This is an optimization exercise on Yosys and OpenROAD, whose aim is small area, a short achievable clock period and few clock cycles per item, not a production implementation. Where RTL was checked, it was by simulation tests only, not by an equivalence proof against the original. Only the layout flow was run in runs 1 to 3; the RTL was not checked for function there. Power figures rest on the tool's default switching activity, not on a simulated workload.

==> flow/run.sh <==
#!/bin/bash
set -euo pipefail
bash standard.sh finish SETUP_SLACK_MARGIN=5.6 > layout_make.log 2>&1
==> standard.sh <==
#!/bin/bash
# synth_recipe.tcl (not shown) runs the flow's synth.tcl, then flattens the netlist and writes it again
# the make line also repeats each setting of config.mk as NAME=value (left out here)
make -C /OpenROAD-flow-scripts/flow DESIGN_CONFIG=/design/flow/config.mk WORK_HOME=/design/flow/orfs CLKGATE_MAP_FILE= SYNTH_SCRIPT=/design/flow/synth_recipe.tcl "${@:-finish}"
==> config.mk <==
export PLATFORM = sky130hd
export DESIGN_NAME = rotating_page_wear_leveler
export DESIGN_NICKNAME = rotating_page_wear_leveler
export VERILOG_FILES = /design/flow/design.v
export SDC_FILE = /design/flow/constraint.sdc
export NUM_CORES = 4
export LEC_CHECK = 0
export CAP_MARGIN = 20
export CORE_MARGIN = 2
export CORE_UTILIZATION = 40
export CTS_CLUSTER_DIAMETER = 60
export CTS_CLUSTER_SIZE = 20
export SLEW_MARGIN = 20
export SYNTH_MEMORY_MAX_BITS = 8192
==> constraint.sdc <==
create_clock -name core_clock -period 8.0 [get_ports {clk}]
set_input_delay 1.6000 -clock core_clock [delete_from_list [all_inputs] [get_ports {clk}]]
set_output_delay 1.6000 -clock core_clock [all_outputs]
set_load 0.01 [all_outputs]
==> design.v <==
package rpwl_pkg;
    localparam logic [1:0] MODE_LOAD   = 2'd0;
    localparam logic [1:0] MODE_COMMIT = 2'd1;
    localparam logic [1:0] MODE_READ   = 2'd2;
    localparam logic [1:0] MODE_CLEAR  = 2'd3;
    localparam logic [7:0] ERASED_BYTE = 8'hFF;
    typedef struct packed {
        logic [1:0] mode;
        logic [1:0] container_index;
        logic [3:0] byte_offset;
        logic [7:0] data_in;
    } cmd_t;
    typedef struct packed {
        logic [7:0] data_out;
        logic [2:0] page_slot;
        logic       last;
    } result_t;
endpackage
module rpwl_ram #(
    parameter int DEPTH = 512,
    parameter int AW    = 9
) (
    input  logic          clk,
    input  logic          we,
    input  logic [AW-1:0] waddr,
    input  logic [7:0]    wdata,
    input  logic          re,
    input  logic [AW-1:0] raddr,
    output logic [7:0]    rdata
);
    logic [7:0] mem [DEPTH];
    logic [7:0] rdata_reg;
    always_ff @(posedge clk)
    begin
        if (we)
        begin
            mem[waddr] <= wdata;
        end
        if (re)
        begin
            rdata_reg <= mem[raddr];
        end
    end
    assign rdata = rdata_reg;
endmodule
module rotating_page_wear_leveler #(
    parameter int PAGES               = 8,
    parameter int CONTAINERS_PER_PAGE = 4,
    parameter int CONTAINER_BYTES     = 16
) (
    input  logic              clk,
    input  logic              rst_n,
    input  logic              start,
    input  rpwl_pkg::cmd_t    cmd,
    output logic              busy,
    output logic              strobe,
    output rpwl_pkg::result_t result
);
    localparam int PW  = $clog2(PAGES);
    localparam int BIW = $clog2(CONTAINER_BYTES);
    localparam int CIW = $clog2(CONTAINERS_PER_PAGE);
    logic [7:0] page [CONTAINERS_PER_PAGE][CONTAINER_BYTES];
    logic [7:0] stg  [CONTAINER_BYTES];
    logic [CONTAINERS_PER_PAGE-1:0] cval_reg;
    logic [CONTAINERS_PER_PAGE-1:0] cwe_reg;
    logic [PW-1:0]                  tgt_reg;
    logic [PW-1:0]                  src_reg;
    logic                           rd_reg;
    logic                           busy_reg;
    logic [CONTAINER_BYTES-1:0]     pos_reg;
    logic [CONTAINERS_PER_PAGE-1:0] rsel_reg;
    logic [7:0]                     nb_reg;
    logic [CONTAINER_BYTES-1:0]     wq_we_reg;
    logic                           wq_clr_reg;
    logic [7:0]                     wq_data_reg;
    logic                           strobe_reg;
    rpwl_pkg::result_t              result_reg;
    logic           accept, acc_load, acc_commit, acc_read, acc_clear;
    logic [7:0]     byte0, byte1, stream_byte;
    logic [7:0]     cand0 [CONTAINERS_PER_PAGE];
    logic [7:0]     cand1 [CONTAINERS_PER_PAGE];
    assign accept     = start && !rd_reg;
    assign acc_load   = accept && (cmd.mode == rpwl_pkg::MODE_LOAD);
    assign acc_commit = accept && (cmd.mode == rpwl_pkg::MODE_COMMIT);
    assign acc_read   = accept && (cmd.mode == rpwl_pkg::MODE_READ);
    assign acc_clear  = accept && (cmd.mode == rpwl_pkg::MODE_CLEAR);
    always_comb
    begin
        for (int k = 0; k < CONTAINERS_PER_PAGE; k++)
        begin
            if (cwe_reg[k])
            begin
                cand0[k] = stg[0];
                cand1[k] = stg[1];
            end
            else if (cval_reg[k])
            begin
                cand0[k] = page[k][0];
                cand1[k] = page[k][1];
            end
            else
            begin
                cand0[k] = rpwl_pkg::ERASED_BYTE;
                cand1[k] = rpwl_pkg::ERASED_BYTE;
            end
        end
    end
    assign byte0 = cand0[cmd.container_index];
    assign byte1 = cand1[cmd.container_index];
    always_comb
    begin
        stream_byte = ((cval_reg & rsel_reg) == '0) ? rpwl_pkg::ERASED_BYTE : 8'h00;
        for (int k = 0; k < CONTAINERS_PER_PAGE; k++)
        begin
            for (int b = 0; b < CONTAINER_BYTES; b++)
            begin
                if (rsel_reg[k] && pos_reg[b])
                begin
                    stream_byte = stream_byte | page[k][b];
                end
            end
        end
    end
    always_ff @(posedge clk or negedge rst_n)
    begin
        if (!rst_n)
        begin
            cval_reg    <= '0;
            cwe_reg     <= '0;
            tgt_reg     <= '0;
            src_reg     <= PW'(PAGES - 1);
            rd_reg      <= 1'b0;
            busy_reg    <= 1'b0;
            wq_we_reg   <= '0;
            wq_clr_reg  <= 1'b1;
            strobe_reg  <= 1'b0;
        end
        else
        begin
            cval_reg   <= cval_reg | cwe_reg;
            cwe_reg    <= '0;
            wq_we_reg  <= '0;
            wq_clr_reg <= acc_clear;
            strobe_reg <= acc_commit || acc_read || rd_reg;
            if (acc_load)
            begin
                wq_we_reg[cmd.byte_offset] <= 1'b1;
            end
            if (acc_commit)
            begin
                cwe_reg[cmd.container_index] <= 1'b1;
                tgt_reg    <= tgt_reg + PW'(1);
                src_reg    <= tgt_reg;
            end
            if (acc_read)
            begin
                rd_reg       <= 1'b1;
                busy_reg     <= 1'b1;
                wq_we_reg[0] <= 1'b1;
            end
            if (rd_reg)
            begin
                wq_we_reg <= {pos_reg[0], pos_reg[CONTAINER_BYTES-1:1]};
                if (pos_reg[0])
                begin
                    rd_reg   <= 1'b0;
                    busy_reg <= 1'b0;
                end
            end
        end
    end
    always_ff @(posedge clk)
    begin
        if (rd_reg)
        begin
            pos_reg     <= {pos_reg[CONTAINER_BYTES-2:0], pos_reg[CONTAINER_BYTES-1]};
            result_reg  <= {nb_reg, src_reg, pos_reg[0]};
            wq_data_reg <= nb_reg;
            nb_reg      <= stream_byte;
        end
        else
        begin
            result_reg  <= cmd.mode[1] ? {byte0, src_reg, 1'b0} : {8'h00, tgt_reg, 1'b1};
            wq_data_reg <= cmd.mode[1] ? byte0 : cmd.data_in;
            nb_reg      <= byte1;
            pos_reg     <= CONTAINER_BYTES'(4);
            rsel_reg    <= CONTAINERS_PER_PAGE'(1) << cmd.container_index;
        end
        for (int b = 0; b < CONTAINER_BYTES; b++)
        begin
            if (wq_clr_reg || wq_we_reg[b])
            begin
                stg[b] <= wq_clr_reg ? 8'h00 : wq_data_reg;
            end
        end
        for (int k = 0; k < CONTAINERS_PER_PAGE; k++)
        begin
            if (cwe_reg[k])
            begin
                for (int b = 0; b < CONTAINER_BYTES; b++)
                begin
                    page[k][b] <= stg[b];
                end
            end
        end
    end
    assign busy   = busy_reg;
    assign strobe = strobe_reg;
    assign result = result_reg;
endmodule
==> flow_results.org, run 1 <==
** Timing
- Timing would allow up to 352 MHz.
- Setup repair after global routing could not meet its margin everywhere.
- Final max-slew violation count :: 0
- Final Hold Violating Endpoints :: 0
- Clock skew on the completed layout was measured at 24.5 ps.
- Worst rel slew slack :: 29.7%
- Of the available clock period, the critical path in the final layout requires 35.5%.
- The routed design could run at a clock period as short as 2840 ps.
- Worst Setup Slack, final :: 5160 ps
- Setup Total Neg Slack :: 0 ps
- Setup violators final :: 0
- At the pin with the least slew margin, the transition time is 1050 ps.

** Critical path
- The setup check on the worst reg-to-reg path leaves a slack of 5650 ps.
- Kind of start point of the critical path :: register
- CP top delay family :: flip-flops
- Crit Reg-Reg Startpoint :: rsel_reg[2]
- Slowest cell delay on critical path :: 480 ps
- Cell-by-cell listing of the critical path :: buf_6
- Arrival @ worst endpoint :: 1240 ps
- The critical path is of the reg -> out type.
- The slowest stage of the critical path is the sky130_fd_sc_hd__dfrtp_2 cell.
- Number of buffers and inverters on the critical path :: 1
- STA classifies the critical path endpoint as an output port.
- CP Max Fanout :: 2
- The most critical setup path has its startpoint at busy_reg.
- Critical path required time :: 6400 ps

** Cells and area
- Largest register FFs :: 512
- The final layout contains 1554 nets.
- Count of filler cells inserted in the layout :: 5516
- Registers take 21100 µm².
- Antenna cells :: 0
- The area growth from synthesis to layout is 12.7%.
- Area occupied by multi-input gates :: 4860 µm²
- Ranked by flip-flop count, first place goes to page.
- Post-route insts no fill :: 2418
- Share of final-layout standard cells stronger than drive strength 1 :: 15.2%
- Util after Layout :: 45.7%

** Logic synthesis
- Adder and majority gate portion of the synthesized area :: 0.238%
- After technology mapping, the gate count stands at 1477.
- Sequential elements use 80.3% of the synthesized area.
- For this run, the number of Yosys warnings is 5.
- When the netlist entered floorplanning its net count stood at 1501.
- Counting flops with an async set or reset pin after synthesis yields a share of 4.71%.
- Mux cell area share after synthesis :: 0.300%
- Summing the areas of all compound-gate instances in the mapped netlist gives 13.0% of the synthesized area.
- Dividing the synthesized area by the synthesized cell count gives 17.8 µm².
- The synthesized design spends more area on one cell type than any other, namely sky130_fd_sc_hd__edfxtp_1.
- Unique cell type count in the Yosys netlist :: 59
- Number of storage elements in the synthesis netlist :: 722
- Cell area after synthesis :: 26200 µm²
- Yosys mapped a number of flops with a built-in enable equal to 644.
- In the synthesized netlist the dominant register cell turns out to be sky130_fd_sc_hd__edfxtp_1.
- Portion of synthesized cell area occupied by the leading cell type :: 73.7%
- Leading post-synthesis cells by cell area :: sky130_fd_sc_hd__edfxtp_1 74%, sky130_fd_sc_hd__a22oi_1 4.6%, sky130_fd_sc_hd__dfxtp_1 3.4%
- After Yosys synthesis, XOR and XNOR cells account for 0.134% of the synthesized area.
- The synthesized netlist devotes 4.15% of its cell area to simple gates.
- By area, the combinational part of the netlist is dominated by compound AO/OA/AOI/OAI gates.

** Placement
- The wire-length estimate of the detail-placed layout is 43000 µm.
- At the end of routability-driven placement, the weighted congestion stood at 0.852.
- Buffers placed on the I/O ports in this run total 32.
- Counting tap cells, the placed design contains a total of 2314 instances.
- OpenSTA, run right after detailed placement, puts the worst setup slack at 4490 ps.

** Detailed routing
- Using the TritonRoute via totals, the vias-per-cell ratio works out to 6.20.
- Drt drc :: 0
- Vias after detailed routing :: 15000
- The first routing iteration left 2223 violations.
- First-pass DRT Iterations :: 5
- For this block, the routed nets add up to 73700 µm of wire.
- Post-DRT Antenna Nets :: 0
- WL/cell :: 30.5 µm

** Min path
- Hold path start :: stg[12][3]
- Hold/Removal Path Class :: reg -> reg

** Power and ir drop
- Design Power :: 0.00944 W
- For this design the ratio of total power to cell area is 319 nW/µm².
- For this design the static power due to leakage is 9.43 nW.
- VDD sags by at most 0.193 mV.

** Global routing
- The via count of the first global-routing pass is 14600.
- Number of antenna violations at the first check in global routing :: 0
- Largest net degree at the start of global routing :: 69
- Overall Global Routing Usage :: 21.6%
- Wire length of the first global-routing pass :: 105000 µm
- Global routing finished with a remaining overflow of 0.

** Floorplanning
- The floorplan has 93 rows.
- Die H :: 260 µm
- In this run the count of I/O pins placed on the die edge is 33.
- Initial core utilization :: 40.6%
- Die area :: 67700 µm²
- Chip width :: 260 µm
- CORE AREA :: 64700 µm²

** Clock tree
- TritonCTS built the clock tree.
- Root buffer cell :: sky130_fd_sc_hd__clkbuf_16
- Clock-pin slew was measured on the worst setup and hold paths at 90 ps.
- H-tree level count :: 2
- Total clock sinks :: 722
- Clock latency reported for the late side of the worst-skew pair :: 600 ps
- Hold-fix buffer count after cts :: 0
- Buffer levels on the longest clock path :: 3
- TritonCTS created 47 clock buffers.

** Flow run
- Across the run, the number of max-cap violations was 0.

** Outcome
- Outcome :: finished clean
-- metal layers --
metal / GRT usage, % / vias to the layer above / part of all wire, %
met5: 0 / - / 0
met4: 6.19 / 0 / 2.9
met3: 3.96 / 118 / 9.9
met2: 33.2 / 910 / 46
met1: 31.6 / 7732 / 42
li1: - / 6225 / -
-- power by group --
group | internal, W | leakage (nW) | total (W) | switching, W
Combinational | 0.000633 | 2.09 | 0.00188 | 0.00125
Sequential | 0.00465 | 6.58 | 0.00496 | 0.000314
Clock | 0.00134 | 0.762 | 0.00260 | 0.00125
-- logic make-up after synthesis --
kind of cell,Yosys count
flip-flops,722
adder cells (fa/ha/maj),5
AND/OR/NAND/NOR,197
multiplexers,7
buffers and inverters,103
AO/OA/AOI/OAI,439
XOR/XNOR,4
-- cell usage in the layout, fill, tap and decap left out, types with 23 or more instances in the layout --
cell,Yosys,routed
sky130_fd_sc_hd__nand4_1,29,29
sky130_fd_sc_hd__clkbuf_16,0,49
sky130_fd_sc_hd__a22o_1,76,76
sky130_fd_sc_hd__o221ai_1,32,32
sky130_fd_sc_hd__nand3_1,32,31
sky130_fd_sc_hd__edfxtp_1,644,644
sky130_fd_sc_hd__nand2_1,30,28
sky130_fd_sc_hd__dfrtp_1,30,24
sky130_fd_sc_hd__buf_4,1,41
sky130_fd_sc_hd__a22oi_1,160,158
sky130_fd_sc_hd__o21ai_0,23,23
sky130_fd_sc_hd__o22ai_1,34,34
sky130_fd_sc_hd__dfxtp_1,44,32
-- per-stage QoR --
step                area (µm²)  hold WS [ps]
detailed placement       27600           483
floorplan                26300           457
global placement         27600           466
finish                   29600           494
global route             29600           513
CTS                      29500           501
-- synthesized netlist by cell type, drive strengths merged (15+ instances only) --
master	count
dfxtp	44
inv	18
or2	20
nand4	29
and2	22
a22o	76
edfxtp	644
o21ai	28
a22oi	160
clkbuf	35
nand2	30
buf	50
o22ai	34
a221oi	18
nand3	32
a222oi	15
dfrtp	30
o221ai	32
-- area by class of cell --
| class | count | share of cell area (%) |
|---|---|---|
| Sequential cell | 722 | 71.4 |
| Timing Repair Buffer | 88 | 3.01 |
| Tap cell | 855 | 3.62 |
| Clock buffer | 63 | 4.32 |
| Clock inverter | 19 | 1.01 |
| Multi-Input combinational cell | 653 | 16.4 |
| Inverter | 18 | 0.237 |
-- path summary, 6_finish.rpt --
path                               end  depth (start not counted)
min in group asynchronous   cwe_reg[0]                          1
min                        page[28][3]                          0
max                               busy                          1
min reg2reg                page[28][3]                          0
max reg2reg                  nb_reg[7]                          6
max in group asynchronous   cwe_reg[3]                          1
-- timing repair --
action	CTS	global route
setup endpoints to repair	247	48
resized for setup	121	28
gates cloned	1	0
pin swaps	3	4
endpoints found under the hold margin	0	0
buffers inserted	14	7
==> run 2: changes to the inputs <==
--- a/design.v
+++ b/design.v
@@ -142,6 +142,7 @@
             wq_we_reg  <= '0;
             wq_clr_reg <= acc_clear;
             strobe_reg <= acc_commit || acc_read || rd_reg;
+            busy_reg   <= acc_read || (rd_reg && !pos_reg[0]);
             if (acc_load)
             begin
                 wq_we_reg[cmd.byte_offset] <= 1'b1;
@@ -155,7 +156,6 @@
             if (acc_read)
             begin
                 rd_reg       <= 1'b1;
-                busy_reg     <= 1'b1;
                 wq_we_reg[0] <= 1'b1;
             end
             if (rd_reg)
@@ -164,7 +164,6 @@
                 if (pos_reg[0])
                 begin
                     rd_reg   <= 1'b0;
-                    busy_reg <= 1'b0;
                 end
             end
         end
--- a/config.mk
+++ b/config.mk
@@ -8,7 +8,7 @@
 export CAP_MARGIN = 20
 export CORE_MARGIN = 2
 export CORE_UTILIZATION = 40
-export CTS_CLUSTER_DIAMETER = 60
-export CTS_CLUSTER_SIZE = 20
+export CTS_CLUSTER_DIAMETER = 80
+export CTS_CLUSTER_SIZE = 30
 export SLEW_MARGIN = 20
 export SYNTH_MEMORY_MAX_BITS = 8192
==> flow_results.org, run 2 <==
** Outcome
- Outcome :: finished clean

** Logic synthesis
- The post-synthesis async set-or-reset flop share was 4.71% (unchanged).
- EDFF count, synth :: 644 (unchanged)
- After synthesis, the most frequently instantiated cells are 644 x sky130_fd_sc_hd__edfxtp_1, 147 x sky130_fd_sc_hd__a22oi_1, 94 x sky130_fd_sc_hd__o22ai_1.
- Post-synth top flop :: sky130_fd_sc_hd__edfxtp_1
- The portion of the post-synthesis area used by sequential elements was 81.0% (+0.72 points).
- sky130_fd_sc_hd__edfxtp_1 takes more of the synthesized area than any other cell.
- Yosys attributes the largest share of cell area to sky130_fd_sc_hd__edfxtp_1 74%, sky130_fd_sc_hd__a22oi_1 4.2%, sky130_fd_sc_hd__dfxtp_1 3.4%.
- Cell area after synthesis :: 26000 µm² (-0.89%)
- The number of storage elements in the synthesis netlist is 722 (unchanged).
- Unique cell type count in the Yosys netlist :: 53 (-10%)
- Post-Syn Area per Cell :: 17.7 µm² (-0.55%)
- The number of nets produced by synthesis came to 1496 (-0.33%).
- The share of Yosys cell area claimed by the top area cell type is 74.4% (+0.66 points).
- Warning count from the yosys run :: 5 (unchanged)
- Cell count after synthesis :: 1472 (-0.34%)
- By instance count, the leading cell after synthesis is sky130_fd_sc_hd__edfxtp_1.

** Floorplanning
- The die outline height came to 259 µm (-0.44%).
- The starting density of the core is 40.4% (-0.14 points).
- The standard-cell row count is 93 (unchanged).
- The die area came to 67100 µm² (-0.88%).
- The width of the die was 259 µm (-0.44%).
- The area of the core region is 64300 µm² (-0.54%).
- The total I/O pin count is 33 (unchanged).

** Timing
- Min cycle time layout :: 2720 ps (-119 ps)
- Final max-slew violation count :: 0 (unchanged)
- The aggregate negative setup slack is 0 ps (unchanged).
- Setup repair after global routing could not meet its margin everywhere.
- Achievable clock frequency :: 368 MHz (+4.4%)
- Setup violators final :: 0 (unchanged)
- The worst path setup slack after routing is 5280 ps (+119 ps).
- Worst clock skew on the final layout :: 29.6 ps (+5.08 ps)
- The part of the cycle the worst path needs was 34.0% (-1.5 points).
- The pin slew with the least headroom to its limit is 922 ps (-131 ps).
- The worst relative slew slack came to 38.5% (+8.8 points).
- Final Hold Violating Endpoints :: 0 (unchanged)

** Min path
- The number of stages on the worst hold path was 2 (+2).
- Hold/Removal Path Class :: reg -> reg
- Hold path start :: nb_reg[3]
- The worst hold path terminates at result_reg[7].

** Critical path
- The number of cell instances on the worst register-to-register path is 7 (+1).
- Critical path class :: reg -> out
- The reg-to-reg setup timing slack came to 5660 ps (about the same).
- The signal on the critical path passes through buf_6.
- The critical path starts at result_reg[7].
- The worst register-to-register path begins at cwe_reg[3].
- STA classifies the critical path startpoint as a register.
- RR Endpoint :: wq_data_reg[1]
- The worst path required time is 6400 ps (about the same).
- CP Max Fanout :: 1 (-1)
- On the critical path the largest part of the delay comes from flip-flops.
- Slowest cell delay on critical path :: 410 ps (-70 ps)
- Crit path max-delay cell type :: sky130_fd_sc_hd__dfxtp_4
- Type of element capturing the critical path :: output port
- The arrival time at the worst endpoint is 1120 ps (-120 ps).
- Number of buffers and inverters on the critical path :: 1 (unchanged)

** Flow run
- Max-cap violations :: 0 (unchanged)

** Clock tree
- TritonCTS built the clock tree.
- The number of H-tree levels was 2 (unchanged).
- Root buffer cell :: sky130_fd_sc_hd__clkbuf_16
- Buffer levels on the longest clock path :: 3 (unchanged)
- Clock slew seen by the registers of the worst setup and hold paths :: 110 ps (+20 ps)
- Number of CTS-inserted buffers :: 34 (-28%)
- Total clock sinks :: 722 (unchanged)
- The clock network latency to the later pin of the worst-skew pair was 600 ps (about the same).

** Cells and area
- Relative to the synthesized area, the layout overhead comes to 11.2%.
- The antenna diode count is 0 (unchanged).
- Leaving out fill and tap cells, the most frequent cells in the layout are 644 x sky130_fd_sc_hd__edfxtp_1, 147 x sky130_fd_sc_hd__a22oi_1, 94 x sky130_fd_sc_hd__o22ai_1.
- Largest register FFs :: 512 (unchanged)
- Most frequent standard cell in the layout excluding fill and tap cells :: sky130_fd_sc_hd__edfxtp_1
- Share of final-layout standard cells stronger than drive strength 1 :: 14.0% (-1.2 points)
- Post-route insts no fill :: 2388 (-1.2%)
- page holds more flip-flops than any other register.
- The net total in the final layout came to 1533 (-1.4%).

** Global routing
- Number of antenna violations at the first check in global routing :: 3 (+3)
- GRT Residual Overflow :: 0 (unchanged)
- The largest net degree at the start of global routing came to 64 (-7.2%).
- Overall Global Routing Usage :: 22.1% (+0.42 points)
- The via count of the first global-routing pass is 14700 (+0.90%).
- The global-route wire length before repair is 106000 µm (+1.1%).

** Power and ir drop
- Comb power frac :: 21.1% (+1.2 points)
- The clock network power share was 24.7% (-2.8 points).
- Sw Share :: 30.7% (+0.89 points)
- The worst vdd rail ir drop came to 0.152 mV (-21%).
- Pwr per Cell Area :: 315 nW/µm² (-1.3%)
- Net switching power figure :: 0.00280 W (-0.67%)
- Reg power frac :: 54.1% (+1.5 points)
- Leakage Power :: 9.15 nW (-3.0%)
- The internal power came to 0.00631 W (-4.8%).

** Placement
- Setup slack after placement :: 4190 ps (-294 ps)
- The cell total after placement is 2313 (-0.043%).
- The placed wire-length estimate came to 41600 µm (-3.3%).
- Number of buffers added on ports :: 32 (unchanged)
- Last weighted congestion value of the routability-driven placer :: 0.812 (-4.7%)

** Detailed routing
- The routed wire length was 74700 µm (+1.4%).
- WL/cell :: 31.3 µm (+2.6%)
- The initial DRC count is 2146 (-3.5%).
- The number of search-and-repair iterations in the first detailed-routing pass is 5 (unchanged).
- The residual antenna-violating net count after detailed routing is 0 (unchanged).
- The count of vias placed by the detailed router was 15000 (-0.23%).
- Routed vias/inst :: 6.26 (+1.0%)
- Drt drc :: 0 (unchanged)
-- run 2: how the worst max path moves through the flow --
stage,endpoint,slack (ps),cells past startpoint
global route,result[7],5270,1
global placement,tgt_reg[1],4230,4
floorplan,wq_data_reg[6],5450,8
detailed placement,wq_data_reg[6],4190,7
CTS,result[7],5250,1
finish,result[7],5280,1
-- run 2: repair_timing --
item / in CTS / in global routing
pin swaps: 3 / 2
hold buffers: 0 / 0
endpoints found under the setup margin: 133 / 45
gates resized for setup: 117 / 23
setup buffers: 11 / 4
cloned: 0 / 0
-- run 2: metal layers --
layer / GRT usage, % / routed length [µm] / vias to the layer above
met5: 0 / 0 / -
met4: 9.01 / 2960 / 0
met3: 3.69 / 7040 / 149
met2: 35.2 / 35000 / 851
met1: 30.2 / 29600 / 7810
li1: - / - / 6141
-- run 2: area by class of cell --
cell class | instances | area (µm²)
clock buffers | 39 | 933
clock inverters | 21 | 298
fillers | 5497 | 35400
inverters | 19 | 75.1
multi-input cells | 646 | 4630
flip-flops and latches | 722 | 21100
well taps | 855 | 1070
repair buffers | 86 | 783
-- run 2: logic make-up (layout without fill, tap and decap cells) --
kind of cell | count (synthesis) | count (layout) | share of synthesized area [%]
compound gates | 456 | 456 | 13.0
simple gates | 174 | 174 | 3.56
buf+inv | 104 | 165 | 1.70
flops | 722 | 722 | 81.0
xor+xnor | 4 | 4 | 0.135
fa+ha+maj | 5 | 5 | 0.241
mux | 7 | 7 | 0.303
-- run 2: power groups by stage --
| stage | registers [W] | logic, W | clock network (W) |
|---|---|---|---|
| 2_1_floorplan | 0.00487 | 0.00100 | 0 |
| 3_3_place_gp | 0.00499 | 0.00183 | 0 |
| 3_5_place_dp | 0.00500 | 0.00183 | 0 |
| 4_1_cts | 0.00492 | 0.00188 | 0.00227 |
| 5_1_grt | 0.00497 | 0.00203 | 0.00240 |
| 6_report | 0.00493 | 0.00192 | 0.00225 |
-- run 2: per-stage QoR --
stage                     hold WS (ps)  area, µm²  util (%)  power (W)
after floorplan                    417      26100         -    0.00587
after global placement             437      27400      42.5    0.00682
after detailed placement           434      27400      42.5    0.00683
after CTS                          453      28800      44.8    0.00907
after global routing               470      28900      44.9    0.00939
final                              454      28900      44.9    0.00911
==> run 3: changes to the inputs <==
--- a/config.mk
+++ b/config.mk
@@ -8,7 +8,7 @@
 export CAP_MARGIN = 20
 export CORE_MARGIN = 2
 export CORE_UTILIZATION = 40
-export CTS_CLUSTER_DIAMETER = 80
-export CTS_CLUSTER_SIZE = 30
+export CTS_CLUSTER_DIAMETER = 100
+export CTS_CLUSTER_SIZE = 26
 export SLEW_MARGIN = 20
 export SYNTH_MEMORY_MAX_BITS = 8192
==> flow_results.org, run 3 <==
** Clock tree
- Clock slew seen by the registers of the worst setup and hold paths :: 100 ps (about the same)
- The number of buffers on the longest clock path came to 3 (unchanged).
- Total clock sinks :: 722 (unchanged)
- The number of buffers inserted during clock tree synthesis came to 31 (-8.8%).
- The clock network latency to the later pin of the worst-skew pair was 620 ps (+20 ps).
- Root buffer cell :: sky130_fd_sc_hd__clkbuf_16
- CTS tree :: built
- The number of H-tree levels came to 1 (-1).
- Hold-fix buffer count after cts :: 0 (unchanged)

** Cells and area
- From synthesis to final layout, the design area changed by 10.0%.
- Largest register FFs :: 512 (unchanged)
- Ranked by flip-flop count, first place goes to page.
- Count of filler cells inserted in the layout :: 5524 (+0.49%)
- Final net count :: 1534 (+0.065%)
- The proportion of layout cells with a drive suffix above 1 was 12.8% (-1.2 points).
- The library cell used most frequently in the layout, excluding fill and tap cells, is sky130_fd_sc_hd__edfxtp_1.
- The cell area after layout was 28600 µm² (-1.0%).
- The library cells used most frequently in the layout, excluding fill and tap cells, are 644 x sky130_fd_sc_hd__edfxtp_1, 147 x sky130_fd_sc_hd__a22oi_1, 94 x sky130_fd_sc_hd__o22ai_1.
- The antenna diode count came to 0 (unchanged).

** Timing
- The part of the cycle the worst path needs was 34.1% (+0.15 points).
- The hold violation total from the final report is 0 (unchanged).
- Setup violators final :: 0 (unchanged)
- Setup repair after global routing could not meet its margin everywhere.
- The max-slew violation count came to 0 (unchanged).
- The worst relative slew slack is 39.5% (+0.98 points).
- Min cycle time layout :: 2730 ps (+12.3 ps)
- Worst clock skew on the final layout :: 12.7 ps (-16.9 ps)
- Fin Hold WS :: 451 ps (-3.15 ps)
- Actual slew at the worst max-slew pin :: 907 ps (-14.7 ps)
- The highest achievable clock rate came to 366 MHz (-0.45%).
- The aggregate negative setup slack was 0 ps (unchanged).
- Worst Setup Slack, final :: 5270 ps (-12.3 ps)

** Logic synthesis
- Of all cell types, the one taking the most synthesized area is sky130_fd_sc_hd__edfxtp_1.
- Post-synth top flop :: sky130_fd_sc_hd__edfxtp_1
- Ys async rst share :: 4.71% (unchanged)
- Portion of synthesized cell area occupied by the leading cell type :: 74.4% (unchanged)
- Total nets after synthesis :: 1496 (unchanged)
- The portion of the post-synthesis area used by sequential elements was 81.0% (unchanged).
- The number of storage elements in the synthesis netlist came to 722 (unchanged).
- The average footprint of a synthesized cell came to 17.7 µm² (unchanged).
- EDFF count, synth :: 644 (unchanged)
- Most common cell in the synthesized netlist :: sky130_fd_sc_hd__edfxtp_1
- Top post-synthesis cells by count :: 644 x sky130_fd_sc_hd__edfxtp_1, 147 x sky130_fd_sc_hd__a22oi_1, 94 x sky130_fd_sc_hd__o22ai_1
- Cell area after synthesis :: 26000 µm² (unchanged)
- In the post-synthesis netlist, the biggest area contributors are sky130_fd_sc_hd__edfxtp_1 74%, sky130_fd_sc_hd__a22oi_1 4.2%, sky130_fd_sc_hd__dfxtp_1 3.4%.
- Unique cell type count in the Yosys netlist :: 53 (unchanged)
- The total number of yosys warnings is 5 (unchanged).
- Cell count after synthesis :: 1472 (unchanged)

** Critical path
- Crit path max-delay cell type :: sky130_fd_sc_hd__dfrtp_1
- The buffering stage count on the worst path with inverters included is 1 (unchanged).
- Cell-by-cell listing of the critical path :: buf_2
- Slowest cell delay on critical path :: 380 ps (-30 ps)
- Type of element capturing the critical path :: output port
- CP Max Fanout :: 1 (unchanged)
- The setup path with the least slack is of type reg -> out.
- STA classifies the critical path startpoint as a register.
- The arrival time at the worst endpoint was 1130 ps (about the same).
- The worst path required time came to 6400 ps (about the same).
- In this design, the largest share of critical-path delay is due to flip-flops.

** Placement
- The placed standard-cell area is 27400 µm² (unchanged).
- HPWL Detailed :: 41600 µm (unchanged)
- Last weighted congestion value of the routability-driven placer :: 0.812 (unchanged)
- The count of buffers inserted at the top-level ports came to 32 (unchanged).
- The post-placement setup slack came to 4190 ps (unchanged).

** Outcome
- The flow ran to the end and the layout has no timing, DRC or antenna violations.

** Detailed routing
- Vias after detailed routing :: 14800 (-0.88%)
- The initial DRC count was 2155 (+0.42%).
- The residual antenna-violating net count after detailed routing came to 0 (unchanged).
- The via density per instance came to 6.21 (-0.88%).
- The number of search-and-repair iterations in the first detailed-routing pass was 6 (+1).
- Drt drc :: 0 (unchanged)
- The routed wire length was 74200 µm (-0.57%).
- The wire length per cell was 31.1 µm (-0.57%).

** Power and ir drop
- The power density over cell area was 305 nW/µm² (-3.2%).
- Maximum VDD drop :: 0.197 mV (+30%)
- The standby leakage power is 9.02 nW (-1.4%).

** Global routing
- Number of global-route vias before repair :: 14600 (-0.66%)
- The largest net degree at the start of global routing is 64 (unchanged).
- The initial antenna violation count is 3 (unchanged).
- Overall Global Routing Usage :: 21.9% (-0.18 points)
- Wire length of the first global-routing pass :: 106000 µm (-0.23%)
- GRT Residual Overflow :: 0 (unchanged)

** Floorplanning
- The standard-cell row count was 93 (unchanged).
- The total I/O pin count was 33 (unchanged).
- The starting density of the core is 40.4% (unchanged).
- Die H :: 259 µm (unchanged)
- The width of the die is 259 µm (unchanged).
- CORE AREA :: 64300 µm² (unchanged)
- Die area :: 67100 µm² (unchanged)

** Min path
- The min-delay analysis places its worst path in the category reg -> reg.

** Flow run
- Max-cap violations :: 0 (unchanged)
-- run 3: changes by cell type in the layout (fill, tap and decap cells not counted), moves of 3 or more --
cell	previous run	this run
sky130_fd_sc_hd__buf_6	15	12
sky130_fd_sc_hd__bufinv_16	5	1
sky130_fd_sc_hd__inv_6	4	0
sky130_fd_sc_hd__clkbuf_16	37	31
sky130_fd_sc_hd__buf_4	44	49
sky130_fd_sc_hd__clkbuf_1	2	23
sky130_fd_sc_hd__inv_8	3	0
sky130_fd_sc_hd__dlygate4sd2_1	5	2
-- run 3: repair_timing --
action | in CTS | in global routing
resized for setup | 114 | 28
setup endpoints to repair | 133 | 45
buffers inserted | 15 | 4
pin swaps | 3 | 2
-- run 3: final cells by class --
type	instances	area, µm²	area share, %
sequential	722	21100	73.8
multi-input combinational	646	4630	16.2
tap	855	1070	3.74
clock buffer	54	862	3.01
timing repair buffer	90	835	2.92
inverter	19	75.1	0.262
clock inverter	2	33.8	0.118
-- run 3: tightest hold or removal path: cells and delay by family (launching register included) --
kind	cells	cell delay (ps)
DFF	1	310
and+or+nand+nor	2	100
-- run 3: logic make-up (layout without fill, tap and decap cells) --
group | Yosys count | count (layout) | synth area share, %
mux | 7 | 7 | 0.303
flops | 722 | 722 | 81.0
xor+xnor | 4 | 4 | 0.135
fa+ha+maj | 5 | 5 | 0.241
compound gates | 456 | 456 | 13.0
buf+inv | 104 | 165 | 1.70
simple gates | 174 | 174 | 3.56
-- run 3: stage by stage --
step | util [%] | instances | power (W)
after detailed placement | 42.5 | 2313 | 0.00683
after global placement | 42.5 | 2312 | 0.00682
final | 44.5 | 2388 | 0.00872
after CTS | 44.3 | 2384 | 0.00870
after floorplan | - | 1472 | 0.00587
after global routing | 44.5 | 2388 | 0.00901
-- run 3: metal layers --
layer	up-vias	part of all wire, %	track usage (%)
li1	6134	-	-
met3	139	9.0	3.31
met2	885	47	35.4
met5	-	0	0
met1	7661	40	30.4
met4	0	4.1	7.48
-- run 3: final timing paths --
check                             from             to  cells after the start  slack, ps
max reg2reg                rsel_reg[1]      nb_reg[1]                      7       5710
min in group asynchronous        rst_n   wq_we_reg[0]                      2       1380
min reg2reg                  nb_reg[3]  result_reg[7]                      2        450
min                          nb_reg[3]  result_reg[7]                      2        450
max in group asynchronous        rst_n     cwe_reg[1]                      2       6280
max                           busy_reg           busy                      1       5270
-- run 3: power by group --
| group | switching, W | total (W) | internal (W) |
|---|---|---|---|
| logic | 0.00130 | 0.00193 | 0.000630 |
| registers | 0.000288 | 0.00493 | 0.00464 |
| clock network | 0.00109 | 0.00186 | 0.000770 |
==> run 4: changes to the inputs <==
--- a/design.v
+++ b/design.v
@@ -69,16 +69,14 @@
     logic                           busy_reg;
     logic [CONTAINER_BYTES-1:0]     pos_reg;
     logic [CONTAINERS_PER_PAGE-1:0] rsel_reg;
-    logic [7:0]                     nb_reg;
     logic [CONTAINER_BYTES-1:0]     wq_we_reg;
     logic                           wq_clr_reg;
     logic [7:0]                     wq_data_reg;
     logic                           strobe_reg;
     rpwl_pkg::result_t              result_reg;
     logic           accept, acc_load, acc_commit, acc_read, acc_clear;
-    logic [7:0]     byte0, byte1, stream_byte;
+    logic [7:0]     byte0, stream_byte;
     logic [7:0]     cand0 [CONTAINERS_PER_PAGE];
-    logic [7:0]     cand1 [CONTAINERS_PER_PAGE];
     assign accept     = start && !rd_reg;
     assign acc_load   = accept && (cmd.mode == rpwl_pkg::MODE_LOAD);
     assign acc_commit = accept && (cmd.mode == rpwl_pkg::MODE_COMMIT);
@@ -91,22 +89,18 @@
             if (cwe_reg[k])
             begin
                 cand0[k] = stg[0];
-                cand1[k] = stg[1];
             end
             else if (cval_reg[k])
             begin
                 cand0[k] = page[k][0];
-                cand1[k] = page[k][1];
             end
             else
             begin
                 cand0[k] = rpwl_pkg::ERASED_BYTE;
-                cand1[k] = rpwl_pkg::ERASED_BYTE;
             end
         end
     end
     assign byte0 = cand0[cmd.container_index];
-    assign byte1 = cand1[cmd.container_index];
     always_comb
     begin
         stream_byte = ((cval_reg & rsel_reg) == '0) ? rpwl_pkg::ERASED_BYTE : 8'h00;
@@ -142,7 +136,7 @@
             wq_we_reg  <= '0;
             wq_clr_reg <= acc_clear;
             strobe_reg <= acc_commit || acc_read || rd_reg;
-            busy_reg   <= acc_read || (rd_reg && !pos_reg[0]);
+            busy_reg   <= acc_read || (rd_reg && !pos_reg[CONTAINER_BYTES-1]);
             if (acc_load)
             begin
                 wq_we_reg[cmd.byte_offset] <= 1'b1;
@@ -160,8 +154,8 @@
             end
             if (rd_reg)
             begin
-                wq_we_reg <= {pos_reg[0], pos_reg[CONTAINER_BYTES-1:1]};
-                if (pos_reg[0])
+                wq_we_reg <= pos_reg;
+                if (pos_reg[CONTAINER_BYTES-1])
                 begin
                     rd_reg   <= 1'b0;
                 end
@@ -172,17 +166,15 @@
     begin
         if (rd_reg)
         begin
-            pos_reg     <= {pos_reg[CONTAINER_BYTES-2:0], pos_reg[CONTAINER_BYTES-1]};
-            result_reg  <= {nb_reg, src_reg, pos_reg[0]};
-            wq_data_reg <= nb_reg;
-            nb_reg      <= stream_byte;
+            pos_reg     <= {pos_reg[CONTAINER_BYTES-2:0], 1'b0};
+            result_reg  <= {stream_byte, src_reg, pos_reg[CONTAINER_BYTES-1]};
+            wq_data_reg <= stream_byte;
         end
         else
         begin
             result_reg  <= cmd.mode[1] ? {byte0, src_reg, 1'b0} : {8'h00, tgt_reg, 1'b1};
             wq_data_reg <= cmd.mode[1] ? byte0 : cmd.data_in;
-            nb_reg      <= byte1;
-            pos_reg     <= CONTAINER_BYTES'(4);
+            pos_reg     <= CONTAINER_BYTES'(2);
             rsel_reg    <= CONTAINERS_PER_PAGE'(1) << cmd.container_index;
         end
         for (int b = 0; b < CONTAINER_BYTES; b++)
==> flow/run.sh (replaced) <==
#!/bin/bash
set -euo pipefail
bash standard.sh finish SETUP_SLACK_MARGIN=5.8 > layout_make.log 2>&1
--- a/config.mk
+++ b/config.mk
@@ -7,7 +7,7 @@
 export LEC_CHECK = 0
 export CAP_MARGIN = 20
 export CORE_MARGIN = 2
-export CORE_UTILIZATION = 40
+export CORE_UTILIZATION = 55
 export CTS_CLUSTER_DIAMETER = 100
 export CTS_CLUSTER_SIZE = 26
 export SLEW_MARGIN = 20
==> flow_results.org, run 4 <==
** Outcome
- Outcome :: finished clean

** Logic synthesis
- The combined area of all synthesized cells is 25400 µm² (-2.5%).
- Ranked by total cell area, the synthesized netlist is headed by sky130_fd_sc_hd__edfxtp_1 76%, sky130_fd_sc_hd__a22oi_1 5.8%, sky130_fd_sc_hd__dfrtp_1 3.0%.
- The total number of yosys warnings is 4 (-1).
- Cell count after synthesis :: 1385 (-5.9%)
- Post-Syn Area per Cell :: 18.3 µm² (+3.6%)
- The number of flops mapped to enable cells by yosys is 644 (unchanged).
- Post-synth top flop :: sky130_fd_sc_hd__edfxtp_1
- Sequential area share after synthesis :: 82.4% (+1.4 points)
- The number of nets produced by synthesis came to 1409 (-5.8%).
- Top post-synthesis cells by count :: 644 x sky130_fd_sc_hd__edfxtp_1, 197 x sky130_fd_sc_hd__a22oi_1, 70 x sky130_fd_sc_hd__clkbuf_1
- The share of Yosys cell area claimed by the top area cell type is 76.3% (+1.9 points).
- Ys async rst share :: 4.77% (+0.059 points)
- Number of storage elements in the synthesis netlist :: 713 (-1.2%)
- Most common cell in the synthesized netlist :: sky130_fd_sc_hd__edfxtp_1
- Library cell with the largest summed area after synthesis :: sky130_fd_sc_hd__edfxtp_1
- The number of distinct standard cells referenced by the synthesized netlist is 55 (+3.8%).

** Min path
- The number of stages on the worst hold path came to 1 (-1).
- Hold/Removal Path Class :: reg -> reg
- Hold endpoint :: tgt_reg[2]
- The startpoint identified for the worst hold timing path is tgt_reg[2].

** Detailed routing
- The wire length per cell came to 32.1 µm (+3.2%).
- The initial DRC count came to 1953 (-9.4%).
- The DRC violations left came to 0 (unchanged).
- Post-DRT Antenna Nets :: 0 (unchanged)
- First-pass DRT Iterations :: 6 (unchanged)
- The routed wire length came to 66800 µm (-10%).
- The via density per instance was 6.59 (+6.3%).
- Vias after detailed routing :: 13700 (-7.4%)

** Global routing
- The aggregate global routing overflow came to 0 (unchanged).
- Wire length of the first global-routing pass :: 93400 µm (-12%)
- The via count of the first global-routing pass is 13500 (-7.9%).
- Overall Global Routing Usage :: 27.7% (+5.8 points)
- The initial antenna violation count is 0 (-3).
- Largest net degree at the start of global routing :: 66 (+3.1%)

** Placement
- Last weighted congestion value of the routability-driven placer :: 0.824 (+1.4%)
- HPWL Detailed :: 35600 µm (-14%)
- Number of buffers added on ports :: 32 (unchanged)
- The placed standard-cell area came to 26600 µm² (-2.8%).

** Clock tree
- Clock latency reported for the late side of the worst-skew pair :: 630 ps (about the same)
- The number of buffers inserted during clock tree synthesis is 31 (unchanged).
- Clock slew seen by the registers of the worst setup and hold paths :: 100 ps (about the same)
- Root buffer cell :: sky130_fd_sc_hd__clkbuf_16
- Buffer levels on the longest clock path :: 3 (unchanged)
- Hold-fix buffer count after cts :: 0 (unchanged)
- The number of H-tree levels is 1 (unchanged).
- Total clock sinks :: 713 (-1.2%)
- TritonCTS built the clock tree.

** Critical path
- The slowest stage of the critical path belongs to the cell sky130_fd_sc_hd__dfrtp_1.
- Slowest cell delay on critical path :: 380 ps (about the same)
- The peak fanout along the critical path is 1 (unchanged).
- Arrival @ worst endpoint :: 1140 ps (about the same)
- The startpoint identified for the worst register-to-register timing path is rsel_reg[2].
- Critical path required time :: 6400 ps (about the same)
- Kind of start point of the critical path :: register
- The number of cell instances on the worst register-to-register path came to 10 (+3).
- RR Endpoint :: result_reg[5]
- Number of buffers and inverters on the critical path :: 1 (unchanged)
- Cell-by-cell listing of the critical path :: buf_2
- STA classifies the critical path endpoint as an output port.
- CP top delay family :: flip-flops
- The critical path is of the reg -> out type.
- The reg-to-reg setup timing slack was 5740 ps (+30 ps).

** Cells and area
- The antenna diode count was 0 (unchanged).
- The sequential cell area was 20900 µm² (-0.91%).
- Util after Layout :: 62.3% (+18 points)
- The net total in the final layout was 1481 (-3.5%).
- The cell area after layout came to 28300 µm² (-0.99%).
- The number of flip-flops under the largest register name was 512 (unchanged).
- The layout filler cell count was 3289 (-40%).
- In the layout the commonest cells are 644 x sky130_fd_sc_hd__edfxtp_1, 194 x sky130_fd_sc_hd__a22oi_1, 44 x sky130_fd_sc_hd__buf_4.
- Area occupied by multi-input gates :: 4410 µm² (-4.7%)
- Most frequent standard cell in the layout excluding fill and tap cells :: sky130_fd_sc_hd__edfxtp_1
- The area growth from synthesis to layout is 11.8%.
- The proportion of layout cells with a drive suffix above 1 came to 15.9% (+3.1 points).

** Floorplanning
- Die H :: 219 µm (-16%)
- Initial core utilization :: 55.8% (+15 points)
- The standard-cell row count was 78 (-16%).
- The total I/O pin count came to 33 (unchanged).
- The width of the die came to 219 µm (-16%).
- CORE AREA :: 45500 µm² (-29%)
- The die area came to 47800 µm² (-29%).

** Timing
- Setup violators final :: 0 (unchanged)
- Crit share post-route :: 34.2% (+0.11 points)
- Setup repair after global routing missed its margin :: yes
- The aggregate negative setup slack is 0 ps (unchanged).
- The hold violation total from the final report was 0 (unchanged).
- The worst relative slew slack came to 33.4% (-6.1 points).
- The highest achievable clock rate came to 365 MHz (-0.33%).
- The clock period minus worst slack is 2740 ps (+8.94 ps).
- Worst clock skew on the final layout :: 30.3 ps (+17.6 ps)
- The max-slew violation count is 0 (unchanged).
- The pin slew with the least headroom to its limit was 999 ps (+91.4 ps).

** Flow run
- Max-cap violations :: 0 (unchanged)

** Power and ir drop
- The switching share of power came to 19.1% (-12 points).
- The clock network power share came to 31.1% (+9.8 points).
- Leakage Power :: 9.98 nW (+11%)
- The sequential fraction of design power came to 67.8% (+11 points).
- The total chip power was 0.00590 W (-32%).
- Net switching power figure :: 0.00113 W (-58%)
- Maximum VDD drop :: 0.179 mV (-9.0%)
- Comb power frac :: 1.1% (-21 points)
- Pwr per Cell Area :: 208 nW/µm² (-32%)
- The internal power came to 0.00477 W (-21%).
[run 4: worst register-to-register path, stage by stage, from the launching register on]
cell and delay [ps]:
sky130_fd_sc_hd__edfxtp_1 410, sky130_fd_sc_hd__buf_6 140, sky130_fd_sc_hd__buf_12 130, sky130_fd_sc_hd__buf_6 110, sky130_fd_sc_hd__buf_8 130, sky130_fd_sc_hd__a22o_1 210
sky130_fd_sc_hd__a222oi_1 340, sky130_fd_sc_hd__o2111ai_2 200, sky130_fd_sc_hd__nor4_2 180, sky130_fd_sc_hd__buf_4 170, sky130_fd_sc_hd__o21ai_0 70
[run 4: area by class of cell]
| class | count | area share [%] |
|---|---|---|
| multi-input cells | 583 | 15.6 |
| well taps | 600 | 2.65 |
| clock inverters | 1 | 0.0574 |
| flip-flops and latches | 713 | 73.9 |
| clock buffers | 56 | 3.07 |
| inverters | 13 | 0.274 |
| repair buffers | 115 | 4.54 |
[run 4: worst max-delay path by stage]
stage                          start             end  slack, ps  cells after the start
after floorplan              cmd[12]  wq_data_reg[4]       5500                      5
after global placement       cmd[12]  wq_data_reg[4]       4410                      7
after detailed placement     cmd[12]  wq_data_reg[4]       4320                      7
after CTS                   busy_reg            busy       5240                      1
after global routing      strobe_reg          strobe       5230                      1
final                       busy_reg            busy       5260                      1
[run 4: logic make-up (layout without fill, tap and decap cells)]
logic type               after synthesis  in the layout  synth area share (%)
XOR/XNOR                               4              4                 0.138
flip-flops                           713            713                  82.4
adder cells (fa/ha/maj)                5              5                 0.247
AND/OR/NAND/NOR                      161            161                  3.53
multiplexers                           9              9                 0.390
AO/OA/AOI/OAI                        404            404                  11.9
buffers and inverters                 89            185                  1.37
[run 4: metrics by stage]
stage,worst slack (ps),hold slack [ps],std cells
finish,5260,499,2081
global route,5230,525,2081
CTS,5240,494,2067
detailed placement,4320,470,1981
global placement,4410,466,1981
floorplan,5500,459,1385
[run 4: repair_timing]
| action | 4_1_cts | 5_1_grt |
|---|---|---|
| setup buffers | 25 | 13 |
| setup endpoints to repair | 241 | 95 |
| pin swaps | 17 | 24 |
| gates cloned | 4 | 1 |
| resized for setup | 149 | 58 |
[run 4: per-layer routing]
layer / routed length, µm / vias up / track usage, % / part of all wire (%)
li1: - / 5824 / - / -
met2: 31900 / 678 / 44.2 / 48
met4: 1710 / 0 / 6.78 / 2.6
met1: 27200 / 7136 / 40.6 / 41
met3: 5880 / 85 / 4.44 / 8.8
met5: 0 / - / 0 / 0
[run 4: power groups by stage]
stage | Combinational, W | Clock, W | Sequential, W
floorplan | 0.0000288 | 0 | 0.00409
global placement | 0.0000583 | 0 | 0.00409
CTS | 0.0000616 | 0.00186 | 0.00400
detailed placement | 0.0000598 | 0 | 0.00409
global route | 0.0000684 | 0.00197 | 0.00400
finish | 0.0000630 | 0.00183 | 0.00400
Testbench counts of run 4, summed over its fixed seeds: cycles 23,764, items 12,000.
==> run 5: changes to the inputs <==
==> flow/run.sh (replaced) <==
#!/bin/bash
set -euo pipefail
bash standard.sh finish SETUP_SLACK_MARGIN=5.6 > layout_make.log 2>&1
--- a/config.mk
+++ b/config.mk
@@ -7,7 +7,7 @@
 export LEC_CHECK = 0
 export CAP_MARGIN = 20
 export CORE_MARGIN = 2
-export CORE_UTILIZATION = 55
+export CORE_UTILIZATION = 40
 export CTS_CLUSTER_DIAMETER = 100
 export CTS_CLUSTER_SIZE = 26
 export SLEW_MARGIN = 20
==> flow_results.org, run 5 <==
** Outcome
- Outcome :: finished clean

** Logic synthesis
- After synthesis, the cell types taking the most area are sky130_fd_sc_hd__edfxtp_1 76%, sky130_fd_sc_hd__a22oi_1 5.8%, sky130_fd_sc_hd__dfrtp_1 3.0%.
- Adder and majority gate portion of the synthesized area :: 0.247% (unchanged)
- Cell count after synthesis :: 1385 (unchanged)
- Mux cell area share after synthesis :: 0.390% (unchanged)
- Post-synth top flop :: sky130_fd_sc_hd__edfxtp_1
- Cell area after synthesis :: 25400 µm² (unchanged)
- The share of Yosys cell area claimed by the top area cell type came to 76.3% (unchanged).
- Post-Synth XOR/XNOR Area :: 0.138% (unchanged)
- The average footprint of a synthesized cell is 18.3 µm² (unchanged).
- Total nets after synthesis :: 1409 (unchanged)
- Ys async rst share :: 4.77% (unchanged)
- Most common cell in the synthesized netlist :: sky130_fd_sc_hd__edfxtp_1
- Post-synthesis simple-gate area fraction :: 3.53% (unchanged)
- The biggest area contributor in the post-synthesis netlist is sky130_fd_sc_hd__edfxtp_1.
- The number of distinct standard cells referenced by the synthesized netlist came to 55 (unchanged).
- Number of storage elements in the synthesis netlist :: 713 (unchanged)
- Warning count from the yosys run :: 4 (unchanged)
- Main combinational cell family by area after synthesis :: compound AO/OA/AOI/OAI gates
- Sequential area share after synthesis :: 82.4% (unchanged)
- Top post-synthesis cells by count :: 644 x sky130_fd_sc_hd__edfxtp_1, 197 x sky130_fd_sc_hd__a22oi_1, 70 x sky130_fd_sc_hd__clkbuf_1
- The number of flops mapped to enable cells by yosys was 644 (unchanged).
- Area fraction in compound gates after synthesis :: 11.9% (unchanged)

** Floorplanning
- Die area :: 65400 µm² (+37%)
- The die outline height came to 256 µm (+17%).
- Chip width :: 256 µm (+17%)
- Initial core utilization :: 40.3% (-15 points)
- The standard-cell row count came to 92 (+18%).
- The total I/O pin count came to 33 (unchanged).
- CORE AREA :: 62900 µm² (+38%)

** Timing
- The number of setup violations in the final report was 0 (unchanged).
- Worst Setup Slack, final :: 5270 ps (+10.4 ps)
- The worst relative slew slack came to 40.3% (+6.9 points).
- The final worst clock skew is 26.1 ps (-4.24 ps).
- Achievable clock frequency :: 366 MHz (+0.38%)
- Final max-slew violation count :: 0 (unchanged)
- The pin slew with the least headroom to its limit came to 895 ps (-104 ps).
- Setup repair after global routing could not meet its margin everywhere.
- The clock period minus worst slack is 2730 ps (-10.4 ps).
- Setup Total Neg Slack :: 0 ps (unchanged)
- Final Hold Violating Endpoints :: 0 (unchanged)
- The worst hold slack came to 501 ps (+1.98 ps).
- Crit share post-route :: 34.1% (-0.13 points)

** Detailed routing
- Met1 wire length :: 26900 µm (-1.4%)
- The detailed route wirelength on metal3 was 4520 µm (-23%).
- The routed wire length was 64800 µm (-3.0%).
- The via density per instance came to 5.92 (-10%).
- The met2 layer wire length in the routed design came to 31900 µm (about the same).
- After detailed routing, no signal wire sits above met4.
- Drt drc :: 0 (unchanged)
- The residual antenna-violating net count after detailed routing came to 0 (unchanged).
- Violation count after the first detailed-routing iteration :: 1681 (-14%)
- The wire length per cell came to 28.4 µm (-11%).
- Vias after detailed routing :: 13500 (-1.6%)
- The number of search-and-repair iterations in the first detailed-routing pass is 6 (unchanged).

** Critical path
- The cell family contributing the most delay on the critical path is flip-flops.
- The setup path with the least slack is of type reg -> out.
- The reg-to-reg setup timing slack is 5670 ps (-70 ps).
- Arrival @ worst endpoint :: 1130 ps (about the same)
- CP Max Fanout :: 1 (unchanged)
- The worst path required time is 6400 ps (about the same).
- Kind of start point of the critical path :: register
- The slowest stage of the critical path belongs to the cell sky130_fd_sc_hd__dfrtp_1.
- Cell-by-cell listing of the critical path :: buf_2
- The buffering stage count on the worst path with inverters included came to 1 (unchanged).
- The worst setup path is captured at an output port.
- The biggest cell delay along the critical path is 370 ps (about the same).

** Power and ir drop
- Leakage Power :: 9.71 nW (-2.6%)
- Pwr per Cell Area :: 210 nW/µm² (+0.62%)
- The total chip power came to 0.00586 W (-0.71%).
- Maximum VDD drop :: 0.189 mV (+5.7%)

** Clock tree
- The number of H-tree levels was 1 (unchanged).
- The clock network latency to the later pin of the worst-skew pair came to 630 ps (about the same).
- CTS tree :: built
- The clock input transition at the sequential cells of the worst setup and hold paths is 100 ps (about the same).
- In this run the clock root is driven by a sky130_fd_sc_hd__clkbuf_16.
- Buffer levels on the longest clock path :: 3 (unchanged)
- Hold-fix buffer count after cts :: 0 (unchanged)
- Number of CTS-inserted buffers :: 31 (unchanged)
- Total clock sinks :: 713 (unchanged)

** Global routing
- The initial antenna violation count came to 0 (unchanged).
- The overall global routing resource usage came to 19.1% (-8.6 points).
- The largest net degree at the start of global routing came to 64 (-3.0%).
- The global-route wire length before repair is 92000 µm (-1.6%).
- GRT Residual Overflow :: 0 (unchanged)
- The via count of the first global-routing pass was 13500 (+0.28%).

** Cells and area
- The number of flip-flops under the largest register name is 512 (unchanged).
- Final net count :: 1445 (-2.4%)
- Leaving out fill and tap cells, the most frequent cell in the layout is sky130_fd_sc_hd__edfxtp_1.
- Area growth from synthesis to layout :: 10.3%
- Share of final-layout standard cells stronger than drive strength 1 :: 12.5% (-3.4 points)
- Count of filler cells inserted in the layout :: 5459 (+66%)
- Leaving out fill and tap cells, the most frequent cells in the layout are 644 x sky130_fd_sc_hd__edfxtp_1, 197 x sky130_fd_sc_hd__a22oi_1, 38 x sky130_fd_sc_hd__a22o_1.

** Flow run
- Max-cap violations :: 0 (unchanged)

** Placement
- The placed wire-length estimate is 36100 µm (+1.5%).
- Setup slack after placement :: 4390 ps (+77.7 ps)
- Number of buffers added on ports :: 32 (unchanged)
- Last weighted congestion value of the routability-driven placer :: 0.812 (-1.3%)

** Min path
- The path class of the tightest hold or removal check is reg -> reg.
-- run 5: final timing paths --
path	startpoint	cells after the start	end
setup / recovery	busy_reg	1	busy
hold / removal	stg[12][6]	0	page[28][6]
setup reg to reg	pos_reg[11]	6	wq_data_reg[5]
hold reg to reg	stg[12][6]	0	page[28][6]
max in group asynchronous	rst_n	2	cwe_reg[3]
min in group asynchronous	rst_n	2	tgt_reg[2]
-- run 5: logic make-up after synthesis --
| kind of cell | Yosys count |
|---|---|
| AOI/OAI and AO/OA | 404 |
| xor gates and xnor gates | 4 |
| adders and majority gates | 5 |
| buffers and inverters | 89 |
| DFF | 713 |
| muxes | 9 |
| and+or+nand+nor | 161 |
-- run 5: repair_timing --
action / CTS / global route
endpoints found under the setup margin: 106 / 45
gates cloned: 0 / 2
gates resized for setup: 107 / 23
pin swaps: 3 / 5
setup buffers: 2 / 3
-- run 5: through the flow --
stage          cell area [µm²]  utilization [%]  cells
3_3_place_gp             26800             42.7   2227
5_1_grt                  28000             44.5   2279
6_report                 28000             44.5   2280
4_1_cts                  27800             44.2   2274
2_1_floorplan            25500                -   1385
3_5_place_dp             26800             42.7   2227
-- run 5: area by class of cell --
cell class	count	area, µm²	share of cell area, %
inverters	13	58.8	0.210
multi-input cells	583	4290	15.3
diodes	1	2.50	0.00895
well taps	846	1060	3.79
flip-flops and latches	713	20900	74.8
clock inverters	2	25.0	0.0895
repair buffers	79	781	2.79
clock buffers	43	821	2.94
-- run 5: report_power, final --
part,switching [W],internal [W],total (W)
Sequential,0.00000153,0.00400,0.00400
Combinational,0.0000344,0.0000225,0.0000569
Clock,0.00108,0.000723,0.00180
Total,0.00111,0.00475,0.00586
-- run 5: layer usage --
metal / GRT usage [%] / vias to the layer above
li1: - / 5735
met1: 25.9 / 7119
met2: 32.7 / 567
met3: 2.56 / 81
met4: 4.68 / 0
met5: 0 / -
==> run 6: changes to the inputs <==
--- a/design.v
+++ b/design.v
@@ -64,7 +64,7 @@
     logic [CONTAINERS_PER_PAGE-1:0] cval_reg;
     logic [CONTAINERS_PER_PAGE-1:0] cwe_reg;
     logic [PW-1:0]                  tgt_reg;
-    logic [PW-1:0]                  src_reg;
+    logic [PW-1:0]                  src_page;
     logic                           rd_reg;
     logic                           busy_reg;
     logic [CONTAINER_BYTES-1:0]     pos_reg;
@@ -78,6 +78,7 @@
     logic [7:0]     byte0, stream_byte;
     logic [7:0]     cand0 [CONTAINERS_PER_PAGE];
     assign accept     = start && !rd_reg;
+    assign src_page   = tgt_reg - PW'(1);
     assign acc_load   = accept && (cmd.mode == rpwl_pkg::MODE_LOAD);
     assign acc_commit = accept && (cmd.mode == rpwl_pkg::MODE_COMMIT);
     assign acc_read   = accept && (cmd.mode == rpwl_pkg::MODE_READ);
@@ -122,10 +123,8 @@
             cval_reg    <= '0;
             cwe_reg     <= '0;
             tgt_reg     <= '0;
-            src_reg     <= PW'(PAGES - 1);
             rd_reg      <= 1'b0;
             busy_reg    <= 1'b0;
-            wq_we_reg   <= '0;
             wq_clr_reg  <= 1'b1;
             strobe_reg  <= 1'b0;
         end
@@ -133,28 +132,20 @@
         begin
             cval_reg   <= cval_reg | cwe_reg;
             cwe_reg    <= '0;
-            wq_we_reg  <= '0;
             wq_clr_reg <= acc_clear;
             strobe_reg <= acc_commit || acc_read || rd_reg;
             busy_reg   <= acc_read || (rd_reg && !pos_reg[CONTAINER_BYTES-1]);
-            if (acc_load)
-            begin
-                wq_we_reg[cmd.byte_offset] <= 1'b1;
-            end
             if (acc_commit)
             begin
                 cwe_reg[cmd.container_index] <= 1'b1;
                 tgt_reg    <= tgt_reg + PW'(1);
-                src_reg    <= tgt_reg;
             end
             if (acc_read)
             begin
                 rd_reg       <= 1'b1;
-                wq_we_reg[0] <= 1'b1;
             end
             if (rd_reg)
             begin
-                wq_we_reg <= pos_reg;
                 if (pos_reg[CONTAINER_BYTES-1])
                 begin
                     rd_reg   <= 1'b0;
@@ -164,15 +155,28 @@
     end
     always_ff @(posedge clk)
     begin
+        wq_we_reg <= '0;
         if (rd_reg)
         begin
+            wq_we_reg <= pos_reg;
+        end
+        else if (acc_load)
+        begin
+            wq_we_reg[cmd.byte_offset] <= 1'b1;
+        end
+        else if (acc_read)
+        begin
+            wq_we_reg[0] <= 1'b1;
+        end
+        if (rd_reg)
+        begin
             pos_reg     <= {pos_reg[CONTAINER_BYTES-2:0], 1'b0};
-            result_reg  <= {stream_byte, src_reg, pos_reg[CONTAINER_BYTES-1]};
+            result_reg  <= {stream_byte, src_page, pos_reg[CONTAINER_BYTES-1]};
             wq_data_reg <= stream_byte;
         end
         else
         begin
-            result_reg  <= cmd.mode[1] ? {byte0, src_reg, 1'b0} : {8'h00, tgt_reg, 1'b1};
+            result_reg  <= cmd.mode[1] ? {byte0, src_page, 1'b0} : {8'h00, tgt_reg, 1'b1};
             wq_data_reg <= cmd.mode[1] ? byte0 : cmd.data_in;
             pos_reg     <= CONTAINER_BYTES'(2);
             rsel_reg    <= CONTAINERS_PER_PAGE'(1) << cmd.container_index;
==> flow/run.sh (replaced) <==
#!/bin/bash
set -euo pipefail
bash standard.sh finish SETUP_SLACK_MARGIN=5.3 > layout_make.log 2>&1
--- a/config.mk
+++ b/config.mk
@@ -7,7 +7,7 @@
 export LEC_CHECK = 0
 export CAP_MARGIN = 20
 export CORE_MARGIN = 2
-export CORE_UTILIZATION = 40
+export CORE_UTILIZATION = 55
 export CTS_CLUSTER_DIAMETER = 100
 export CTS_CLUSTER_SIZE = 26
 export SLEW_MARGIN = 20
==> flow_results.org, run 6 <==
** Logic synthesis
- Library cell with the largest summed area after synthesis :: sky130_fd_sc_hd__edfxtp_1
- Unique cell type count in the Yosys netlist :: 54 (-1.8%)
- In the post-synthesis netlist, the cell with the most instances is sky130_fd_sc_hd__edfxtp_1.
- Post-Syn Area per Cell :: 18.2 µm² (-0.74%)
- Among all flip-flop cells after synthesis, the most frequent one is sky130_fd_sc_hd__edfxtp_1.
- EDFF count, synth :: 644 (unchanged)
- Ys async rst share :: 2.11% (-2.7 points)
- The synthesized instance count came to 1386 (+0.072%).
- The total number of yosys warnings came to 4 (unchanged).
- Total nets after synthesis :: 1411 (+0.14%)
- Number of storage elements in the synthesis netlist :: 710 (-0.42%)
- The portion of the post-synthesis area used by sequential elements was 82.3% (about the same).
- By area the synthesized netlist is led by sky130_fd_sc_hd__edfxtp_1 77%, sky130_fd_sc_hd__a22oi_1 5.9%, sky130_fd_sc_hd__dfxtp_1 4.1%.

** Detailed routing
- The residual antenna-violating net count after detailed routing was 0 (unchanged).
- The routed wire length came to 64200 µm (-0.89%).
- Vias after detailed routing :: 13400 (-0.72%)
- Drt drc :: 0 (unchanged)
- The number of search-and-repair iterations in the first detailed-routing pass came to 6 (unchanged).

** Global routing
- Largest net degree at the start of global routing :: 64 (unchanged)
- The global-route wire length before repair came to 91100 µm (-0.95%).
- Number of global-route vias before repair :: 12900 (-4.4%)
- The aggregate global routing overflow was 0 (unchanged).
- Number of antenna violations at the first check in global routing :: 1 (+1)

** Floorplanning
- The total I/O pin count came to 33 (unchanged).
- CORE AREA :: 45300 µm² (-28%)
- The standard-cell row count was 78 (-15%).
- The starting density of the core came to 55.6% (+15 points).
- The die outline height was 218 µm (-15%).
- The width of the die was 218 µm (-15%).

** Critical path
- The startpoint identified for the worst register-to-register timing path is rsel_reg[0].
- Number of buffers and inverters on the critical path :: 1 (unchanged)
- The number of cell instances on the worst register-to-register path was 7 (+1).
- Traced cell by cell, the critical path runs through buf_2.
- The worst path required time came to 6400 ps (about the same).
- Kind of start point of the critical path :: register
- Origin of the worst setup path :: busy_reg
- Critical path class :: reg -> out
- Grouping stages by cell kind, the critical path spends the most delay in flip-flops.
- Type of element capturing the critical path :: output port
- Crit path max-delay cell type :: sky130_fd_sc_hd__dfrtp_1

** Placement
- The count of buffers inserted at the top-level ports is 32 (unchanged).
- The placed wire-length estimate is 36700 µm (+1.7%).
- The routability congestion estimate came to 0.855 (+5.2%).
- The post-placement setup slack was 4130 ps (-266 ps).

** Min path
- Number of cells on the worst hold path :: 1 (+1)
- Hold path start :: pos_reg[11]

** Cells and area
- Relative to the synthesized area, the layout overhead comes to 8.42%.
- The library cell used most frequently in the layout, excluding fill and tap cells, is sky130_fd_sc_hd__edfxtp_1.
- Final net count :: 1444 (-0.069%)
- Share of final-layout standard cells stronger than drive strength 1 :: 10.4% (-2.1 points)
- Post-route cell area :: 27300 µm² (-2.3%)

** Clock tree
- Hold-fix buffer count after cts :: 0 (unchanged)
- The number of buffers inserted during clock tree synthesis is 31 (unchanged).
- Clock latency reported for the late side of the worst-skew pair :: 640 ps (about the same)
- TritonCTS built the clock tree.
- Buffer levels on the longest clock path :: 3 (unchanged)
- Root buffer cell :: sky130_fd_sc_hd__clkbuf_16

** Timing
- Worst rel slew slack :: 39.7% (-0.61 points)
- Setup repair after global routing missed its margin :: yes
- Crit share post-route :: 34.2% (+0.067 points)
- Final max-slew violation count :: 0 (unchanged)
- The number of setup violations in the final report came to 0 (unchanged).
- Setup Total Neg Slack :: 0 ps (unchanged)
- Min cycle time layout :: 2730 ps (+5.39 ps)
- Actual slew at the worst max-slew pin :: 901 ps (+6.28 ps)

** Power and ir drop
- Pwr per Cell Area :: 214 nW/µm² (+2.1%)
- Leakage Power :: 9.39 nW (-3.4%)
- Sw Share :: 19.0% (about the same)
- The worst vdd rail ir drop was 0.201 mV (+6.3%).
- The clock network power share is 30.7% (about the same).

** Outcome
- The flow ran to the end and the layout has no timing, DRC or antenna violations.
[run 6: through the flow]
step / util (%) / power [W] / cells
finish: 60.3 / 0.00584 / 2031
global route: 60.3 / 0.00598 / 2031
CTS: 60.0 / 0.00587 / 2029
detailed placement: 58.0 / 0.00413 / 1981
global placement: 58.0 / 0.00413 / 1981
floorplan: - / 0.00409 / 1386
[run 6: what timing repair did]
action | 4_1_cts | 5_1_grt
gates cloned | 0 | 0
buffers inserted | 3 | 2
resized for setup | 85 | 20
pin swaps | 0 | 1
setup endpoints to repair | 53 | 98
[run 6: per-layer routing]
metal / global-route usage, % / wire length (µm) / part of all wire (%) / up-vias
li1: - / - / - / 5722
met1: 40.5 / 27400 / 43 / 6971
met2: 42.0 / 30100 / 47 / 630
met3: 4.48 / 5110 / 8.0 / 82
met4: 7.39 / 1590 / 2.5 / 0
met5: 0 / 0 / 0 / -
[run 6: logic make-up (layout without fill, tap and decap cells)]
| family | count (synthesis) | after routing | synth area share [%] |
|---|---|---|---|
| AO/OA/AOI/OAI | 406 | 406 | 12.0 |
| XOR/XNOR | 6 | 6 | 0.209 |
| adder cells (fa/ha/maj) | 6 | 6 | 0.298 |
| buffers and inverters | 91 | 136 | 1.41 |
| flip-flops | 710 | 710 | 82.3 |
| multiplexers | 3 | 3 | 0.124 |
| AND/OR/NAND/NOR | 164 | 164 | 3.62 |
[run 6: cell type report]
cell class | instances | area, µm²
Clock inverter | 2 | 28.8
Sequential cell | 710 | 20800
Tap cell | 600 | 751
Inverter | 17 | 71.3
Clock buffer | 43 | 821
Fill cell | 3352 | 18000
Multi-Input combinational cell | 585 | 4220
Timing Repair Buffer | 74 | 656
[run 6: final timing paths]
kind / endpoint / slack (ps)
max: busy / 5270
min in group asynchronous: cval_reg[1] / 1470
max in group asynchronous: cwe_reg[2] / 5880
min: pos_reg[12] / 500
min reg2reg: pos_reg[12] / 500
max reg2reg: wq_data_reg[7] / 5460
[run 6: power by group through the flow]
stage / combinational, W / sequential [W] / clock [W]
finish: 0.0000560 / 0.00399 / 0.00180
global route: 0.0000602 / 0.00399 / 0.00193
CTS: 0.0000533 / 0.00399 / 0.00182
detailed placement: 0.0000528 / 0.00407 / 0
global placement: 0.0000522 / 0.00407 / 0
floorplan: 0.0000218 / 0.00407 / 0
Testbench counts of run 6, summed over its fixed seeds: cycles 23,764, items 12,000.

[afterwards: timing with drivers on the ports]
In the flow no input, the clock included, has a driving cell. The finished layouts below were timed again as built, in two steps. Step 1, drivers: a clkbuf_16 drives clk and a buf_2 each remaining input, both assumed. Step 2 times the ports against the registers' clock, not the clock port: input delays grow and output delays shrink by t, the midpoint of the rising clock arrivals with the driver on. Slacks: ideal / step 1 / step 2; pairs: ideal / step 1.
run | t, ns | setup slack, ns
run 1 | 0.655 | 5.162 / 5.101 / 4.982
run 2 | 0.641 | 5.281 / 5.227 / 5.023
run 3 | 0.665 | 5.269 / 5.217 / 5.006
run 4 | 0.669 | 5.260 / 5.205 / 5.181
run 5 | 0.674 | 5.271 / 5.213 / 5.080
run 6 | 0.689 | 5.265 / 5.204 / 4.656
After both steps every run listed still meets setup and hold.
